Background: an optimization exercise with open tools, aiming at small area and a short achievable clock period. Do not read the settings as production practice.
Only simulation tests tie the RTL to the original design; equivalence was not proved.
No activity file was given, so power comes from the tool's default toggle rates.

==> flow/design.v <==
module mem_wb_stage_param #(
    parameter int DATA_W   = 32,
    parameter int ADDR_W   = 7,
    parameter int REG_W    = 5,
    parameter int READ_LAT = 3
) (
    input  logic              clk,
    input  logic              reset,
    input  logic              valid_MEM,
    input  logic              MemRead_MEM,
    input  logic              MemWrite_MEM,
    input  logic              ByteOp_MEM,
    input  logic              Unsigned_MEM,
    input  logic              ResultSrc_MEM,
    input  logic              RegWrite_MEM,
    input  logic [REG_W-1:0]  rd_MEM,
    input  logic [DATA_W-1:0] alu_result_MEM,
    input  logic [DATA_W-1:0] write_data_MEM,
    output logic              stall_MEM,
    output logic [DATA_W-1:0] mem_data_WB,
    output logic [DATA_W-1:0] alu_result_WB,
    output logic              ResultSrc_WB,
    output logic              RegWrite_WB,
    output logic              valid_WB,
    output logic [REG_W-1:0]  rd_WB
);
    localparam int DEPTH = 1 << ADDR_W;
    logic              is_store, is_load;
    logic [ADDR_W-1:0] addr;
    logic              phase;
    logic              w1, w0;           
    assign addr     = alu_result_MEM[ADDR_W-1:0];
    assign is_store = valid_MEM & MemWrite_MEM;
    assign is_load  = valid_MEM & MemRead_MEM & ~MemWrite_MEM;
    always_ff @(posedge clk) phase <= ~phase;
    logic              st_lo_q, st_hi_q;    
    logic [DATA_W-1:0] wd_q;
    logic [DEPTH-1:0]  wsel;                
    logic [DATA_W-1:0] n_col;               
    always_ff @(posedge clk) begin
        st_lo_q <= is_store;
        st_hi_q <= is_store & ~ByteOp_MEM;
        wd_q    <= write_data_MEM;
    end
    always_comb begin
        for (int b = 0; b < DATA_W; b++)
            n_col[b] = ~(((b < 8) ? st_lo_q : st_hi_q) & (wd_q[b] ^ ~phase));
    end
    logic [DEPTH-1:0] sel_q, rsel;
    always_ff @(posedge clk) begin
        for (int r = 0; r < DEPTH; r++)
            sel_q[r] <= (addr == ADDR_W'(r));
    end
    assign wsel = sel_q;
    assign rsel = sel_q;
    logic [DATA_W*DEPTH-1:0] mem_q;
    genvar gr;
    generate
        for (gr = 0; gr < DEPTH; gr++) begin : g_row
            logic              a_lo, a_hi, nsel;
            logic [DATA_W-1:0] d;
            assign a_lo = wsel[gr] & st_lo_q;
            assign a_hi = wsel[gr] & st_hi_q;
            assign nsel = ~wsel[gr];
            mem_wb_wrow #(.W(DATA_W)) u_wrow (
                .q(mem_q[gr*DATA_W +: DATA_W]), .a_lo(a_lo), .a_hi(a_hi),
                .nsel(nsel), .n_col(n_col), .d(d));
            always_ff @(posedge clk)
                mem_q[gr*DATA_W +: DATA_W] <= d;
        end
    endgenerate
    localparam int NBANK = 4;
    localparam int BROWS = DEPTH / NBANK;       
    localparam int N3    = 10;                  
    localparam int N2    = 1;                   
    localparam int NGRP  = N3 + N2;
    logic [NBANK-1:0][NGRP-1:0][DATA_W-1:0] grp_n;   
    logic [NBANK-1:0][DATA_W-1:0]           bank_w, bank_q;
    genvar gk, gg;
    generate
        for (gk = 0; gk < NBANK; gk++) begin : g_bank
            for (gg = 0; gg < N3; gg++) begin : g_rd3
                localparam int R0 = gk * BROWS + 3 * gg;
                mem_wb_rd3 #(.W(DATA_W)) u_rd3 (
                    .d0(mem_q[R0*DATA_W +: DATA_W]),     .s0(rsel[R0]),
                    .d1(mem_q[(R0+1)*DATA_W +: DATA_W]), .s1(rsel[R0+1]),
                    .d2(mem_q[(R0+2)*DATA_W +: DATA_W]), .s2(rsel[R0+2]),
                    .y_n(grp_n[gk][gg]));
            end
            for (gg = 0; gg < N2; gg++) begin : g_rd2
                localparam int R0 = gk * BROWS + 3 * N3 + 2 * gg;
                mem_wb_rd2 #(.W(DATA_W)) u_rd2 (
                    .d0(mem_q[R0*DATA_W +: DATA_W]),     .s0(rsel[R0]),
                    .d1(mem_q[(R0+1)*DATA_W +: DATA_W]), .s1(rsel[R0+1]),
                    .y_n(grp_n[gk][N3+gg]));
            end
        end
    endgenerate
    always_comb begin
        for (int k = 0; k < NBANK; k++) begin
            bank_w[k] = '1;
            for (int g = 0; g < NGRP; g++)
                bank_w[k] = bank_w[k] & grp_n[k][g];
            bank_w[k] = ~bank_w[k];
        end
    end
    always_ff @(posedge clk) bank_q <= bank_w;
    logic [DATA_W-1:0] rword, rdata, load_data;
    always_comb begin
        rword = '0;
        for (int k = 0; k < NBANK; k++)
            rword = rword | bank_q[k];
    end
    assign rdata = rword ^ {DATA_W{~phase}};
    always_comb begin
        load_data = rdata;
        if (ByteOp_MEM)
            load_data = Unsigned_MEM ? DATA_W'(rdata[7:0]) : DATA_W'($signed(rdata[7:0]));
    end
    assign stall_MEM = w1 | (~w0 & is_load);
    always_ff @(posedge clk) begin
        if (reset) begin
            w1 <= 1'b0;
            w0 <= 1'b0;
        end else begin
            w1 <= ~w1 & ~w0 & is_load;
            w0 <= w1;
        end
    end
    always_ff @(posedge clk) begin
        if (reset) begin
            mem_data_WB   <= '0;
            alu_result_WB <= '0;
            ResultSrc_WB  <= 1'b0;
            RegWrite_WB   <= 1'b0;
            valid_WB      <= 1'b0;
            rd_WB         <= '0;
        end else if (stall_MEM) begin
            valid_WB    <= 1'b0;
            RegWrite_WB <= 1'b0;
        end else begin
            valid_WB      <= valid_MEM;
            RegWrite_WB   <= valid_MEM & RegWrite_MEM;
            ResultSrc_WB  <= ResultSrc_MEM;
            rd_WB         <= rd_MEM;
            alu_result_WB <= alu_result_MEM;
            if (is_load)
                mem_data_WB <= load_data;
        end
    end
endmodule
module mem_wb_wrow #(
    parameter int W = 32
) (
    input  logic [W-1:0] q,
    input  logic         a_lo,
    input  logic         a_hi,
    input  logic         nsel,
    input  logic [W-1:0] n_col,
    output logic [W-1:0] d
);
    always_comb begin
        for (int b = 0; b < W; b++)
            d[b] = ~((q[b] | ((b < 8) ? a_lo : a_hi)) & (nsel | n_col[b]));
    end
endmodule
module mem_wb_rd3 #(
    parameter int W = 32
) (
    input  logic [W-1:0] d0,
    input  logic         s0,
    input  logic [W-1:0] d1,
    input  logic         s1,
    input  logic [W-1:0] d2,
    input  logic         s2,
    output logic [W-1:0] y_n
);
    assign y_n = ~((d0 & {W{s0}}) | (d1 & {W{s1}}) | (d2 & {W{s2}}));
endmodule
module mem_wb_rd2 #(
    parameter int W = 32
) (
    input  logic [W-1:0] d0,
    input  logic         s0,
    input  logic [W-1:0] d1,
    input  logic         s1,
    output logic [W-1:0] y_n
);
    assign y_n = ~((d0 & {W{s0}}) | (d1 & {W{s1}}));
endmodule
clock: 5.6 ns
lec_check: 0
cap_margin: 20
core_margin: 2
core_utilization: 65
cts_cluster_diameter: 80
cts_cluster_size: 24
setup_slack_margin: 2.75
slew_margin: 20
synth_hierarchical: 1
synth_minimum_keep_size: 0
run.sh (not shown) runs the stock make flow with config.mk's settings and CLKGATE_MAP_FILE= SYNTH_SCRIPT=/design/flow/synth_recipe.tcl, a recipe that flattens the netlist after the stock synthesis.
The baseline ran to the end with no violations.
Next try:
--- a/flow/design.v
+++ b/flow/design.v
@@ -33,18 +33,17 @@
     assign is_store = valid_MEM & MemWrite_MEM;
     assign is_load  = valid_MEM & MemRead_MEM & ~MemWrite_MEM;
     always_ff @(posedge clk) phase <= ~phase;
+    logic              st_lo, st_hi;
     logic              st_lo_q, st_hi_q;    
-    logic [DATA_W-1:0] wd_q;
     logic [DEPTH-1:0]  wsel;                
     logic [DATA_W-1:0] n_col;               
+    assign st_lo = is_store;
+    assign st_hi = is_store & ~ByteOp_MEM;
     always_ff @(posedge clk) begin
-        st_lo_q <= is_store;
-        st_hi_q <= is_store & ~ByteOp_MEM;
-        wd_q    <= write_data_MEM;
-    end
-    always_comb begin
+        st_lo_q <= st_lo;
+        st_hi_q <= st_hi;
         for (int b = 0; b < DATA_W; b++)
-            n_col[b] = ~(((b < 8) ? st_lo_q : st_hi_q) & (wd_q[b] ^ ~phase));
+            n_col[b] <= ~(((b < 8) ? st_lo : st_hi) & (write_data_MEM[b] ^ phase));
     end
     logic [DEPTH-1:0] sel_q, rsel;
     always_ff @(posedge clk) begin
Power barely changes.
Sequential cell count is unchanged.
Design area hardly moves.
Worst hold slack hardly moves.
Worst setup slack improves by 92 ps.

-- separate check: timing with driven ports --
No port has a modelled driver above. Below, the same layouts with a new extraction and two added sets of constraints. Step 1, drivers: a clkbuf_16 drives clk and a buf_2 each remaining input, both assumed. Step 2 also shifts input and output timing later by t, the mid clock arrival at the registers, as if the neighbouring blocks saw the same clock. Three values: ideal ports, drivers, drivers and shift; two values: the first two.
run	t (ns)	setup slack, ns	worst setup path at the end	worst slew at a driven data input, ns	pins driven straight from the clock port
the first run	0.982	2.599 / 2.599 / 2.102	input to register	0.10	1
the second run	0.983	2.691 / 2.647 / 2.244	input to register	0.19	1
After both steps setup and hold are still met in every run listed. For the first run, which loses most, drivers alone change the setup slack by 0.000 ns; drivers and shift together by -0.497 ns.
